Source: an optimization exercise on an open RTL-to-GDS flow (aim: small area). Production flows keep margins and buffers that such runs may drop. The RTL was checked by simulation tests, not by an equivalence proof against the original design. Power and IR drop assume default switching activity.

### design.v
module sha_spi_host #(
  parameter int unsigned CLK_DIV        = 2,
  parameter int unsigned TIMEOUT_CYCLES = 65535
) (
  input  logic         clk,
  input  logic         reset_n,
  input  logic         start,
  input  logic [511:0] message,
  output logic         busy,
  output logic [255:0] hash,
  output logic         hash_valid,
  output logic         timeout,
  output logic         sck,
  output logic         sdi,
  input  logic         sdo,
  output logic         block_load,
  output logic         message_load,
  input  logic         done,
  output logic [2:0]   fsm_state
);
  localparam logic [1:0] M_IDLE = 2'd0, M_TX = 2'd1, M_WAIT = 2'd2, M_RX = 2'd3;
  localparam logic [10:0] TX_BASE = 11'h000;
  localparam logic [10:0] RX_BASE = 11'h400;
  localparam logic [16:0] TO_STATE = 17'b11111111110000000;
  logic [1:0]   mode;
  logic [10:0]  cnt;
  logic [511:0] tx_sr;
  logic         done_s1, done_s2;
  logic is_idle, is_tx, is_wait, is_rx;
  logic accept, tx_shift, rx_shift, shift, hold, cnt_end, go_rx, to_last, expire, ser_in;
  logic [511:0] shift_in;
  assign is_idle = (mode == M_IDLE);
  assign is_tx   = (mode == M_TX);
  assign is_wait = (mode == M_WAIT);
  assign is_rx   = (mode == M_RX);
  assign cnt_end  = &cnt;
  assign accept   = is_idle & start;
  assign tx_shift = is_tx & cnt[1] & cnt[0];
  assign rx_shift = is_rx & ~cnt[1] & cnt[0];
  assign shift    = tx_shift | rx_shift | is_wait;
  assign hold     = ~accept & ~shift;
  assign ser_in   = is_rx ? sdo : (is_wait & ~(tx_sr[16] ^ tx_sr[13]));
  assign shift_in = {tx_sr[510:0], ser_in};
  assign to_last  = (tx_sr[16:0] == TO_STATE);
  assign go_rx    = is_wait & done_s2;
  assign expire   = is_wait & ~done_s2 & to_last;
  assign busy         = ~is_idle;
  assign block_load   = is_tx;
  assign message_load = is_tx;
  assign sck          = (is_tx & cnt[1]) | (is_rx & ~cnt[1]);
  assign sdi          = is_tx & tx_sr[511];
  assign hash         = tx_sr[255:0];
  assign fsm_state    = is_tx   ? {1'b0, cnt[1], ~cnt[1]} :
                        is_wait ? 3'd3 :
                        is_rx   ? {1'b1, 1'b0, cnt[1]} : 3'd0;
  always_ff @(posedge clk or negedge reset_n) begin
    if (!reset_n) begin
      mode       <= M_IDLE;
      hash_valid <= 1'b0;
      timeout    <= 1'b0;
    end else begin
      timeout <= expire;
      if (accept) hash_valid <= 1'b0;
      else if (is_rx & cnt_end) hash_valid <= 1'b1;
      case (mode)
        M_IDLE: if (start) mode <= M_TX;
        M_TX:   if (cnt_end) mode <= M_WAIT;
        M_WAIT: if (done_s2) mode <= M_RX;
                else if (to_last) mode <= M_IDLE;
        M_RX:   if (cnt_end) mode <= M_IDLE;
      endcase
    end
  end
  always_ff @(posedge clk) begin
    done_s1 <= done;
    done_s2 <= done_s1;
    if (accept)     cnt <= TX_BASE;
    else if (go_rx) cnt <= RX_BASE;
    else            cnt <= cnt + 11'd1;
    for (int i = 0; i < 512; i++)
      tx_sr[i] <= (accept & message[i]) | (shift & shift_in[i]) | (hold & tx_sr[i]);
  end
endmodule
### flow/run.sh
#!/bin/bash
# Standard ORFS layout with four changes that only affect how the layout is built:
#  - the port buffers are the smallest buffer (buf_1) instead of buffer_ports' default cell;
#  - before floorplanning, the combinational logic is remapped for area (flow/restructure.tcl);
#  - the floorplan step removes buffers instead of resizing (REMOVE_ABC_BUFFERS);
#  - clock tree synthesis uses larger sink clusters and no dummy loads.
set -euo pipefail
HERE=$(cd "$(dirname "$0")" && pwd)
export BUFFER_PORTS_ARGS="-buffer_cell sky130_fd_sc_hd__buf_1"
export REMOVE_ABC_BUFFERS=1
export PRE_FLOORPLAN_TCL="$HERE/restructure.tcl"
export CTS_ARGS="-sink_clustering_enable -repair_clock_nets -dont_use_dummy_load -sink_clustering_size 20 -sink_clustering_max_diameter 40 -buf_list sky130_fd_sc_hd__clkbuf_8"
bash standard.sh > flow_make.log 2>&1
### flow/restructure.tcl
# Pre-floorplan hook: remap the synthesized combinational logic for area with OpenROAD's
# restructure (ABC). Registers are untouched. ABC is given a copy of the liberty file
# without the platform's don't-use cells, so it cannot map to them.
set_dont_use $::env(DONT_USE_CELLS)
set rmp_dir $::env(OBJECTS_DIR)/rmp
file mkdir $rmp_dir
set src_lib [lindex $::env(LIB_FILES) 0]
set abc_lib $rmp_dir/abc_cells.lib
set in [open $src_lib r]
set out [open $abc_lib w]
set skipping 0
set dropped 0
while {[gets $in line] >= 0} {
  if {$skipping} {
    if {$line eq "    \}"} { set skipping 0 }
    continue
  }
  if {[regexp {^    cell \(\"?([^\")]+)\"?\)} $line -> cell_name]} {
    foreach pattern $::env(DONT_USE_CELLS) {
      if {[string match $pattern $cell_name]} {
        set skipping 1
        incr dropped
        break
      }
    }
    if {$skipping} { continue }
  }
  puts $out $line
}
close $in
close $out
puts "restructure: dropped $dropped don't-use cells from the ABC liberty"
restructure -target area -liberty_file $abc_lib \
  -tielo_port sky130_fd_sc_hd__conb_1/LO -tiehi_port sky130_fd_sc_hd__conb_1/HI \
  -work_dir $rmp_dir -abc_logfile $rmp_dir/abc.log
report_design_area
### standard.sh
#!/bin/bash
# synth_recipe.tcl (not shown) runs the flow's synth.tcl, then flattens the netlist and writes it again
# the make line also repeats each setting of config.mk as NAME=value (left out here)
make -C /OpenROAD-flow-scripts/flow DESIGN_CONFIG=/design/flow/config.mk WORK_HOME=/design/flow/orfs CLKGATE_MAP_FILE= SYNTH_SCRIPT=/design/flow/synth_recipe.tcl "${@:-finish}"
### config.mk
export PLATFORM = sky130hd
export DESIGN_NAME = sha_spi_host
export DESIGN_NICKNAME = sha_spi_host
export VERILOG_FILES = /design/flow/design.v
export SDC_FILE = /design/flow/constraint.sdc
export NUM_CORES = 4
export LEC_CHECK = 0
export ABC_AREA = 1
export CAP_MARGIN = 20
export CORE_MARGIN = 2
export CORE_UTILIZATION = 30
export SLEW_MARGIN = 20
### constraint.sdc
create_clock -name core_clock -period 5.0 [get_ports {clk}]
set_input_delay 1.0000 -clock core_clock [delete_from_list [all_inputs] [get_ports {clk}]]
set_output_delay 1.0000 -clock core_clock [all_outputs]
set_load 0.01 [all_outputs]
==> summary.txt, run 1 <==
status complete, no violations; most used cell, CP clkinv_1; WP data arrival 3.73 ns; startpoint types register; clock-pin slew on the worst setup and hold paths 0.08 ns; f_max 304.7 MHz; synthesized instance count 1879; Reg2Reg Setup Slack 1.72 ns; Synthesis Warnings 1; leakage power 0.008529 uW; Pre-Repair DR Iteration Count 13; # setup viols final 0; max incr delay on CP 0.63 ns; Final Slew Violations 0; CP Buf/Inv Count 4; worst slew pin tran 1.268 ns; Die Ht 255.6 um; Syn Area/Cell 10.10 um2; Final nets 3021; crit-path max FO 135; Clock Tree Buf Depth 3; clock root cell clkbuf_8; Crit path max-delay family compound AO/OA/AOI/OAI gates; number of global-route vias before repair 17280; CTS tree done; GR Overflow Total 0; routability cong. 0.9797; Final period util 65.64%; cts hold-fix bufs 0; Final Skew 0.1016 ns; post-CTS sizing 0; worst vdd ir 0.0005405 V; DP HPWL 46690 um; worst path cell trace clkinv_1 > nor2_1 > clkinv_1 > o22ai_1 > a21o_4 > nor2_4 > buf_12 > a222oi_1 > clkinv_1; Post-Route WL 66010 um; Post-route DRC 0; GRT Util Overall 18.77%; slowest CP cell a21o_4; CTS Buf Count 82; Area growth syn-to-layout 23.37%; kind of critical path register to register; setup TNS 0 ns; I/O pin count 783; die area 0.06531 mm2; reg2reg path depth 9; cell area after synthesis 0.01898 mm2; initial antenna violation count 8; Tot Pwr 16710 uW; RSZ-0062 raised after global routing false; initial DRC count 3709; FF-to-FF End tx_sr[442]; H-tree level count 3; clock sink count 529; Max Cap Viol 0; Fin Hold WS 0.2132 ns; DR vias 18190; Starting Density 30.20%; min cycle time layout 3.282 ns; CORE AREA 0.06285 mm2; max_slew headroom 15.46%; largest net degree at the start of global routing 228; R2R Path Start mode[0]; worst endpoint required time 5.45 ns; Layout Utilization 37.26%; clock latency at the later pin of the worst-skew pair 0.68 ns; drt via density 5.426; setup bufs post-CTS 0; PwrDens 713.7 mW/mm2; Core Rows 92; I/O Buffers 782; Final ANT Viol Nets 0; wire per inst 19.69 um; fraction of layout cells with a size suffix above 1 4.037%; pre-CTS WS 1.760 ns; Hold WC Path Type input pin to asynchronous set/reset pin; Die X 255.6 um; final hold vios 0; CP Capture Type register; worst setup margin 1.718 ns; first-pass GRT wire length 99180 um
where the power goes:
| part | leakage (uW) | switching [uW] | internal, uW | total [uW] |
|---|---|---|---|---|
| Clock | 0.000590 | 1500 | 1440 | 2940 |
| Sequential | 0.00441 | 1280 | 5950 | 7230 |
| Combinational | 0.00353 | 4170 | 2370 | 6540 |
| Total | 0.00853 | 6950 | 9760 | 16700 |
stage by stage:
| stage | cell area [um2] | instances |
|---|---|---|
| floorplan | 18020 | 1622 |
| global placement | 22280 | 3266 |
| detailed placement | 22280 | 3266 |
| CTS | 23410 | 3348 |
| global route | 23410 | 3351 |
| finish | 23420 | 3353 |
how the worst max path moves through the flow:
stage	start	to	cells after the start
6_report	mode[0]	tx_sr[442]	9
5_1_grt	mode[0]	tx_sr[483]	10
4_1_cts	mode[0]	tx_sr[252]	10
3_5_place_dp	mode[0]	tx_sr[247]	10
3_3_place_gp	start	tx_sr[245]	7
2_1_floorplan	start	tx_sr[0]	4
routing by layer:
layer / GRT usage (%) / up-vias / wire length, um
li1: - / 8268 / -
met1: 21.99 / 8710 / 25340
met2: 31.54 / 1049 / 31620
met3: 5.981 / 156 / 6611
met4: 8.025 / 10 / 2373
met5: 0 / - / 71
sequential cells by signal, summed over array words and instances (netlist names):
register	count
mode	2
timeout	1
tx_sr	512
done_s2	1
cnt	11
done_s1	1
hash_valid	1
layout make-up:
class                   instances  area [um2]
inverters                     520        1952
repair buffers                798        3181
fillers                      6548       39430
well taps                     846        1059
diodes                          5       12.51
clock buffers                  82        1129
multi-input cells             573        5477
flip-flops and latches        529       10610
worst register-to-register path, delay by kind of cell, from the launching register on:
kind / cells / cell delay [ns]
AOI/OAI and AO/OA: 3 / 1.50
buffers and inverters: 4 / 0.69
DFF: 1 / 0.37
and+or+nand+nor: 2 / 0.55
placed cells by master, fill, tap and decap left out, drive strengths merged, types with 4 or more instances in the layout:
| cell | count |
|---|---|
| diode | 5 |
| and3 | 6 |
| dfrtp | 4 |
| buf | 798 |
| clkinv | 520 |
| clkbuf | 82 |
| a222oi | 512 |
| dfxtp | 525 |
| nor2 | 18 |
| nor3 | 9 |
==> inputs of run 2 (changes only) <==
--- a/flow/run.sh
+++ b/flow/run.sh
@@ -9,5 +9,5 @@
 export BUFFER_PORTS_ARGS="-buffer_cell sky130_fd_sc_hd__buf_1"
 export REMOVE_ABC_BUFFERS=1
 export PRE_FLOORPLAN_TCL="$HERE/restructure.tcl"
-export CTS_ARGS="-sink_clustering_enable -repair_clock_nets -dont_use_dummy_load -sink_clustering_size 20 -sink_clustering_max_diameter 40 -buf_list sky130_fd_sc_hd__clkbuf_8"
+export CTS_ARGS="-sink_clustering_enable -repair_clock_nets -dont_use_dummy_load -sink_clustering_size 16 -sink_clustering_max_diameter 60 -buf_list sky130_fd_sc_hd__clkbuf_8"
 bash standard.sh > flow_make.log 2>&1
==> run 2 against run 1 <==
Against the previous run:
- still clean
- synthesized cell count did not move
- register-to-register slack barely moved
- sequential share of layout area rose by 1.0 points
- final cell count fell by 1.1%
- cell area fell by 2.2%
- critical endpoint is now tx_sr[187]
- highest routed layer unchanged
==> summary.txt, run 2 <==
commonest non-fill, non-tap cell in the layout buf_1; CTS tree done; biggest regs tx_sr x512, cnt x11, mode x2; Post-route DRC 0; worst endpoint required time 5.46 ns; leakage power 0.008256 uW; fin area 0.02290 mm2; startpoint types register; worst vdd ir 0.0005356 V; die area 0.06531 mm2; PwrDens 693.2 mW/mm2; post-CTS sizing 0; Pre-Repair DR Iteration Count 10; Final ANT Viol Nets 0; Syn Area/Cell 10.10 um2; pre-CTS WS 1.760 ns; largest net degree at the start of global routing 228; initial antenna violation count 10; fraction of layout cells with a size suffix above 1 2.557%; most used cell, CP clkinv_1; min cycle time layout 3.285 ns; FILL cells 6589; WP data arrival 3.74 ns; Core Rows 92; clock-pin slew on the worst setup and hold paths 0.09 ns; routability cong. 0.9797; most frequent cells in the layout buf_1 (782), dfxtp_1 (525), clkinv_1 (520); f_max 304.4 MHz; wire per inst 19.72 um; area post-placement 0.02228 mm2; worst slew pin tran 1.302 ns; CORE AREA 0.06285 mm2; DR vias 17940; worst path cell trace clkinv_1 > nor2_1 > clkinv_1 > o22ai_1 > a21o_4 > nor2_4 > buf_12 > a222oi_1 > clkinv_1; max incr delay on CP 0.61 ns; clock latency at the later pin of the worst-skew pair 0.61 ns; setup TNS 0 ns; slowest CP cell a21o_4; GR Overflow Total 0; Synthesis Warnings 1; cell area after synthesis 0.01898 mm2; max reg flops 512; Storage cell area 0.01061 mm2; R2R Path Start mode[0]; clock root cell clkbuf_8; Final Slew Violations 0; Area growth syn-to-layout 20.62%; clock sink count 529; max_slew headroom 13.18%; Tot Pwr 15870 uW; initial DRC count 3671; largest register by flop count tx_sr; DP HPWL 46690 um; # setup viols final 0; H-tree level count 2; Layout Cells excl Fill 3316; synthesized instance count 1879; crit-path max FO 135; cts hold-fix bufs 0; reg2reg path depth 9; Clock Tree Buf Depth 3; CTS Buf Count 44; worst setup margin 1.715 ns; GRT Util Overall 18.51%; final hold vios 0; Crit path max-delay family compound AO/OA/AOI/OAI gates; Crit. path cell count 9; Hold WC Path Type input pin to asynchronous set/reset pin; Max Cap Viol 0; first-pass GRT wire length 98460 um; drt via density 5.410; Die X 255.6 um; multi-input logic area 0.005477 mm2; Reg2Reg Setup Slack 1.71 ns; RSZ-0062 raised after global routing false; Final Skew 0.05191 ns; I/O Buffers 782; Final period util 65.71%; CP Buf/Inv Count 4; number of global-route vias before repair 17020; setup bufs post-CTS 0; crit path from mode[0]; Die Ht 255.6 um; Final nets 2983; DP Cell Count 3266; Starting Density 30.20%; CP Capture Type register; status complete, no violations; Post-Route WL 65410 um; kind of critical path register to register; I/O pin count 783
run 2: final timing paths:
check / endpoint
max: tx_sr[187]
min: timeout
max reg2reg: tx_sr[187]
min reg2reg: done_s2
max in group asynchronous: mode[0]
min in group core_clock: done_s2
run 2: area by class of cell:
type | count | area share (%)
tap | 846 | 4.623
antenna | 6 | 0.06557
clock buffer | 44 | 2.645
sequential | 529 | 46.34
timing repair buffer | 798 | 13.89
inverter | 520 | 8.524
multi-input combinational | 573 | 23.92
run 2: worst reg2reg max path: stages, from the launching register on:
cell and delay [ns]:
dfrtp_1 0.38, clkinv_1 0.16, nor2_1 0.30, clkinv_1 0.14, o22ai_1 0.23, a21o_4 0.61, nor2_4 0.29, buf_12 0.26
a222oi_1 0.63, clkinv_1 0.12
run 2: metal layers:
layer	share of wire (%)	global-route usage, %	vias to the layer above
met2	48	31.50	977
met4	3.4	7.342	10
met3	9.4	5.031	126
met5	0.11	0	-
li1	-	-	8190
met1	39	22.13	8635
run 2: where the power goes:
part / internal [uW] / leakage [uW] / switching, uW
clock network: 788 / 0.000316 / 1340
logic: 2370 / 0.00353 / 4160
registers: 5940 / 0.00441 / 1270
run 2: stage by stage:
step / util [%] / hold WS (ns)
5_1_grt: 36.43 / 0.1830
6_report: 36.43 / 0.2288
3_3_place_gp: 35.45 / 0.3371
4_1_cts: 36.41 / 0.1601
2_1_floorplan: - / 0.3096
3_5_place_dp: 35.45 / 0.3243
==> inputs of run 3 (changes only) <==
--- a/flow/run.sh
+++ b/flow/run.sh
@@ -9,5 +9,5 @@
 export BUFFER_PORTS_ARGS="-buffer_cell sky130_fd_sc_hd__buf_1"
 export REMOVE_ABC_BUFFERS=1
 export PRE_FLOORPLAN_TCL="$HERE/restructure.tcl"
-export CTS_ARGS="-sink_clustering_enable -repair_clock_nets -dont_use_dummy_load -sink_clustering_size 16 -sink_clustering_max_diameter 60 -buf_list sky130_fd_sc_hd__clkbuf_8"
+export CTS_ARGS="-sink_clustering_enable -repair_clock_nets -dont_use_dummy_load -sink_clustering_size 18 -sink_clustering_max_diameter 100 -buf_list sky130_fd_sc_hd__clkbuf_8"
 bash standard.sh > flow_make.log 2>&1
==> run 3 against run 2 <==
Against the previous run:
- hold slack gained 0.035 ns
- worst setup slack lost 0.011 ns
- synthesized cell count is the same
- largest power group unchanged
- cell area shrank 0.48%
- sequential power is essentially flat
- clock-buffer cell count shrank 8
- sequential share of layout area grew 0.22 points
- largest cell class unchanged
==> summary.txt, run 3 <==
synthesized instance count 1879; routability cong. 0.9797; max_slew headroom 13.86%; GRT Util Overall 18.51%; Final Skew 0.04854 ns; Die X 255.6 um; CP Buf/Inv Count 4; max reg flops 512; fraction of layout cells with a size suffix above 1 2.239%; Comb pwr share 41.7%; Sw Share 42.92%; Final nets 2975; slowest CP cell a21o_4; Core Rows 92; Final Slew Violations 0; cell area after synthesis 0.01898 mm2; number of global-route vias before repair 16910; post-CTS sizing 0; met3 WL 6113 um; metal2 WL 31210 um; Layout Cells excl Fill 3308; I/O pin count 783; RSZ-0062 raised after global routing false; worst endpoint required time 5.48 ns; min cycle time layout 3.296 ns; DP Cell Count 3266; worst vdd ir 0.0005795 V; kind of critical path register to register; Hold WC Path Type input pin to asynchronous set/reset pin; multi-input logic area 0.005477 mm2; most frequent cells in the layout buf_1 (782), dfxtp_1 (525), clkinv_1 (520); DR vias 17960; max incr delay on CP 0.61 ns; clock latency at the later pin of the worst-skew pair 0.60 ns; initial DRC count 3479; worst path cell trace clkinv_1 > nor2_1 > clkinv_1 > o22ai_1 > a21o_4 > nor2_4 > buf_12 > a222oi_1 > clkinv_1; initial antenna violation count 10; Area growth syn-to-layout 20.04%; Post-route DRC 0; startpoint types register; internal power 8961 uW; WP data arrival 3.78 ns; die area 0.06531 mm2; first-pass GRT wire length 98410 um; cts hold-fix bufs 0; clock share of power 12.4%; Storage cell area 0.01061 mm2; # setup viols final 0; Synthesis Warnings 1; Final period util 65.92%; Crit path max-delay family compound AO/OA/AOI/OAI gates; clock root cell clkbuf_8; crit-path max FO 135; final hold vios 0; Post-Route WL 65220 um; DP HPWL 46690 um; switching pwr 6737 uW; Fin Hold WS 0.2637 ns; setup bufs post-CTS 0; leakage power 0.008198 uW; GR Overflow Total 0; Starting Density 30.20%; top layer in use met5; I/O Buffers 782; CTS tree done; CORE AREA 0.06285 mm2; clock sink count 529; CTS Buf Count 36; status complete, no violations; commonest non-fill, non-tap cell in the layout buf_1; clock-pin slew on the worst setup and hold paths 0.11 ns; PwrDens 688.9 mW/mm2; biggest regs tx_sr x512, cnt x11, mode x2; most used cell, CP clkinv_1; largest register by flop count tx_sr; Reg power frac 45.9%; Syn Area/Cell 10.10 um2; H-tree level count 2; CP Capture Type register; wire per inst 19.72 um; Final ANT Viol Nets 0; largest net degree at the start of global routing 228; Clock Tree Buf Depth 3; f_max 303.4 MHz; Max Cap Viol 0; Pre-Repair DR Iteration Count 11; M1 wire length 25350 um; worst slew pin tran 1.292 ns; drt via density 5.430; FILL cells 6606; setup TNS 0 ns; Die Ht 255.6 um
## run 3: final cells by class
| class | instances | area share, % |
|---|---|---|
| multi-input combinational | 573 | 24.03 |
| inverter | 520 | 8.565 |
| timing repair buffer | 798 | 13.96 |
| sequential | 529 | 46.56 |
| tap | 846 | 4.645 |
| antenna | 6 | 0.06589 |
| clock buffer | 36 | 2.174 |
## run 3: final timing paths
path	end	start	depth (start not counted)	slack [ns]
worst max-delay path	tx_sr[187]	mode[0]	9	1.70
worst min-delay path	mode[0]	reset_n	1	0.26
worst max register to register	tx_sr[187]	mode[0]	9	1.70
worst min register to register	done_s2	done_s1	0	0.35
max in group asynchronous	timeout	reset_n	1	4.51
min in group core_clock	done_s2	done_s1	0	0.35
## run 3: worst reg2reg max path, cell delays in order, from the launching register on
cell and delay (ns):
dfrtp_1 0.39, clkinv_1 0.16, nor2_1 0.30, clkinv_1 0.15, o22ai_1 0.23, a21o_4 0.61, nor2_4 0.29, buf_12 0.26
a222oi_1 0.69, clkinv_1 0.13
## run 3: through the flow
stage	total power (uW)	cell area [um2]	worst slack [ns]	utilization, %
3_3_place_gp	13480	22280	1.813	35.45
2_1_floorplan	11280	18020	-43.69	-
4_1_cts	15770	22770	1.778	36.23
3_5_place_dp	13760	22280	1.760	35.45
5_1_grt	16850	22790	1.500	36.25
6_report	15700	22790	1.704	36.26
## run 3: power by group through the flow
stage | logic, uW | clock network [uW] | registers, uW
finish | 6540 | 1950 | 7210
detailed placement | 6510 | 0 | 7240
CTS | 6530 | 2070 | 7170
floorplan | 3570 | 0 | 7710
global route | 7260 | 2210 | 7370
global placement | 6270 | 0 | 7210
## run 3: layer usage
layer	global-route usage, %	up-vias
li1	-	8167
met1	22.18	8671
met2	31.50	967
met3	5.080	144
met4	7.131	12
met5	0	-
==> inputs of run 4 (changes only) <==
--- a/flow/run.sh
+++ b/flow/run.sh
@@ -9,5 +9,5 @@
 export BUFFER_PORTS_ARGS="-buffer_cell sky130_fd_sc_hd__buf_1"
 export REMOVE_ABC_BUFFERS=1
 export PRE_FLOORPLAN_TCL="$HERE/restructure.tcl"
-export CTS_ARGS="-sink_clustering_enable -repair_clock_nets -dont_use_dummy_load -sink_clustering_size 18 -sink_clustering_max_diameter 100 -buf_list sky130_fd_sc_hd__clkbuf_8"
+export CTS_ARGS="-sink_clustering_enable -repair_clock_nets -dont_use_dummy_load -sink_clustering_size 16 -sink_clustering_max_diameter 100 -buf_list sky130_fd_sc_hd__clkbuf_8"
 bash standard.sh > flow_make.log 2>&1
==> run 4 against run 3 <==
Against the previous run:
- via count is 0.26% higher
- clock-buffer cell count increased by 4
- global-route usage about the same
- sequential share of layout area shrank 0.11 points
- register-to-register slack gained 0.02 ns
- sequential power barely moved
- area after synthesis unchanged
- die area stayed put
- first-iteration DRC count is 5.6% higher
- worst setup slack better by 0.023 ns
- critical path type unchanged
- largest cell class unchanged
==> summary.txt, run 4 <==
initial antenna violation count 9; CORE AREA 0.06285 mm2; most used cell, CP clkinv_1; crit-path max FO 63; Die Ht 255.6 um; Layout Cells excl Fill 3312; # setup viols final 0; cts hold-fix bufs 0; Synthesis Warnings 1; setup TNS 0 ns; cell area after synthesis 0.01898 mm2; wire per inst 19.76 um; routability cong. 0.9797; Clock Tree Buf Depth 3; Post-route DRC 0; H-tree level count 2; CP Capture Type register; startpoint types register; number of global-route vias before repair 17010; post-CTS sizing 0; Final Slew Violations 0; Final nets 2979; Die X 255.6 um; I/O Buffers 782; Post-Route WL 65450 um; CTS tree done; RSZ-0062 raised after global routing false; WP data arrival 3.74 ns; initial DRC count 3673; drt via density 5.437; reg2reg path depth 10; Syn Area/Cell 10.10 um2; status complete, no violations; Final Skew 0.05301 ns; clock-pin slew on the worst setup and hold paths 0.10 ns; Fin Hold WS 0.2453 ns; min cycle time layout 3.273 ns; clock sink count 529; R2R Path Start mode[0]; Hold WC Path Type input pin to asynchronous set/reset pin; leakage power 0.008227 uW; die area 0.06531 mm2; setup bufs post-CTS 0; max reg flops 512; final hold vios 0; Top Usage Layer GRT met2; clock latency at the later pin of the worst-skew pair 0.62 ns; Final period util 65.46%; biggest regs tx_sr x512, cnt x11, mode x2; area post-placement 0.02228 mm2; GRT Util Overall 18.56%; CP Buf/Inv Count 5; worst vdd ir 0.0005440 V; Final ANT Viol Nets 0; Starting Density 30.20%; PwrDens 692.3 mW/mm2; Pre-Repair DR Iteration Count 13; slowest CP cell a21o_4; fraction of layout cells with a size suffix above 1 2.398%; kind of critical path register to register; met3 Use GR 5.308%; DR vias 18010; first-pass GRT wire length 98660 um; fin area 0.02284 mm2; max incr delay on CP 0.61 ns; worst slew pin tran 1.268 ns; largest net degree at the start of global routing 228; synthesized instance count 1879; worst endpoint required time 5.47 ns; Core Rows 92; CTS Buf Count 40; Area growth syn-to-layout 20.33%; most frequent cells in the layout buf_1 (782), dfxtp_1 (525), clkinv_1 (520); clock root cell clkbuf_8; DP HPWL 46690 um; DP Cell Count 3266; Crit path max-delay family compound AO/OA/AOI/OAI gates; commonest non-fill, non-tap cell in the layout buf_1; Max Cap Viol 0; worst path cell trace clkinv_1 > nor2_1 > clkinv_1 > o22ai_1 > a21o_4 > nor2_4 > buf_12 > buf_4 > a222oi_1 > clkinv_1; I/O pin count 783; FF-to-FF End tx_sr[247]; max_slew headroom 15.45%; largest register by flop count tx_sr; Reg2Reg Setup Slack 1.73 ns; f_max 305.5 MHz; met1 GRT Util 22.13%; GR Overflow Total 0; GRT met2 Usage 31.48%
[run 4: cell type report]
type	count	area, um2
inverter	520	1952
clock buffer	40	550.5
fill	6586	40010
timing repair buffer	798	3181
tap	846	1059
multi-input combinational	573	5477
antenna	6	15.01
sequential	529	10610
[run 4: worst reg2reg max path, cell delays in order (launching register included)]
cell	delay [ns]
dfrtp_1	0.39
clkinv_1	0.16
nor2_1	0.30
clkinv_1	0.14
o22ai_1	0.23
a21o_4	0.61
nor2_4	0.28
buf_12	0.24
buf_4	0.30
a222oi_1	0.38
clkinv_1	0.11
[run 4: how the worst max path moves through the flow]
stage                       endpoint     from  cells after the start  slack [ns]
final                     tx_sr[247]  mode[0]                     10        1.73
after global routing      tx_sr[248]  mode[0]                     10        1.47
after CTS                 tx_sr[247]  mode[0]                     10        1.75
after detailed placement  tx_sr[247]  mode[0]                     10        1.76
after global placement    tx_sr[245]    start                      7        1.81
after floorplan             tx_sr[0]    start                      4      -43.69
[run 4: metal layers]
layer | share of wire, % | vias to the layer above
met1 | 39 | 8644
met5 | 0.11 | -
met2 | 48 | 1016
li1 | - | 8185
met3 | 9.3 | 152
met4 | 3.9 | 10
[run 4: where the power goes]
part           internal, uW  switching [uW]
clock network           721            1360
logic                  2370            4160
registers              5930            1270
[run 4: metrics by stage]
| step | util, % | total power, uW | worst slack [ns] |
|---|---|---|---|
| 2_1_floorplan | - | 11280 | -43.69 |
| 3_3_place_gp | 35.45 | 13480 | 1.813 |
| 3_5_place_dp | 35.45 | 13760 | 1.760 |
| 4_1_cts | 36.32 | 15880 | 1.748 |
| 5_1_grt | 36.34 | 16950 | 1.471 |
| 6_report | 36.35 | 15810 | 1.727 |

static timing again, ports no longer ideal:
No port has a modelled driver above. Below, the same layouts with a new extraction and two added sets of constraints. Step 1 sets driving cells, clkbuf_16 on the clock port and buf_2 on the other inputs (assumed; they add their load-dependent delay and slew). Step 2 adds t to the input delays and takes it off the output delays; t is the mean of the earliest and latest rising clock arrival at the registers after step 1. Input paths then give back, and output paths get back, about the clock's delay inside the block. Slacks: ideal ports / drivers / drivers and shift; pairs: ideal ports / drivers.
run	t, ns	setup WS [ns]	hold slack, ns
run 1	0.667	1.718 / 1.718 / 1.637	0.213 / 0.184 / 0.345
run 2	0.643	1.715 / 1.715 / 1.683	0.229 / 0.202 / 0.347
run 3	0.631	1.704 / 1.704 / 1.700	0.264 / 0.237 / 0.353
run 4	0.647	1.727 / 1.727 / 1.706	0.245 / 0.218 / 0.349
After both steps setup and hold are still met in every run listed. The setup slack of run 1, which loses most, moves by 0.000 ns with the drivers and by -0.081 ns with both steps.
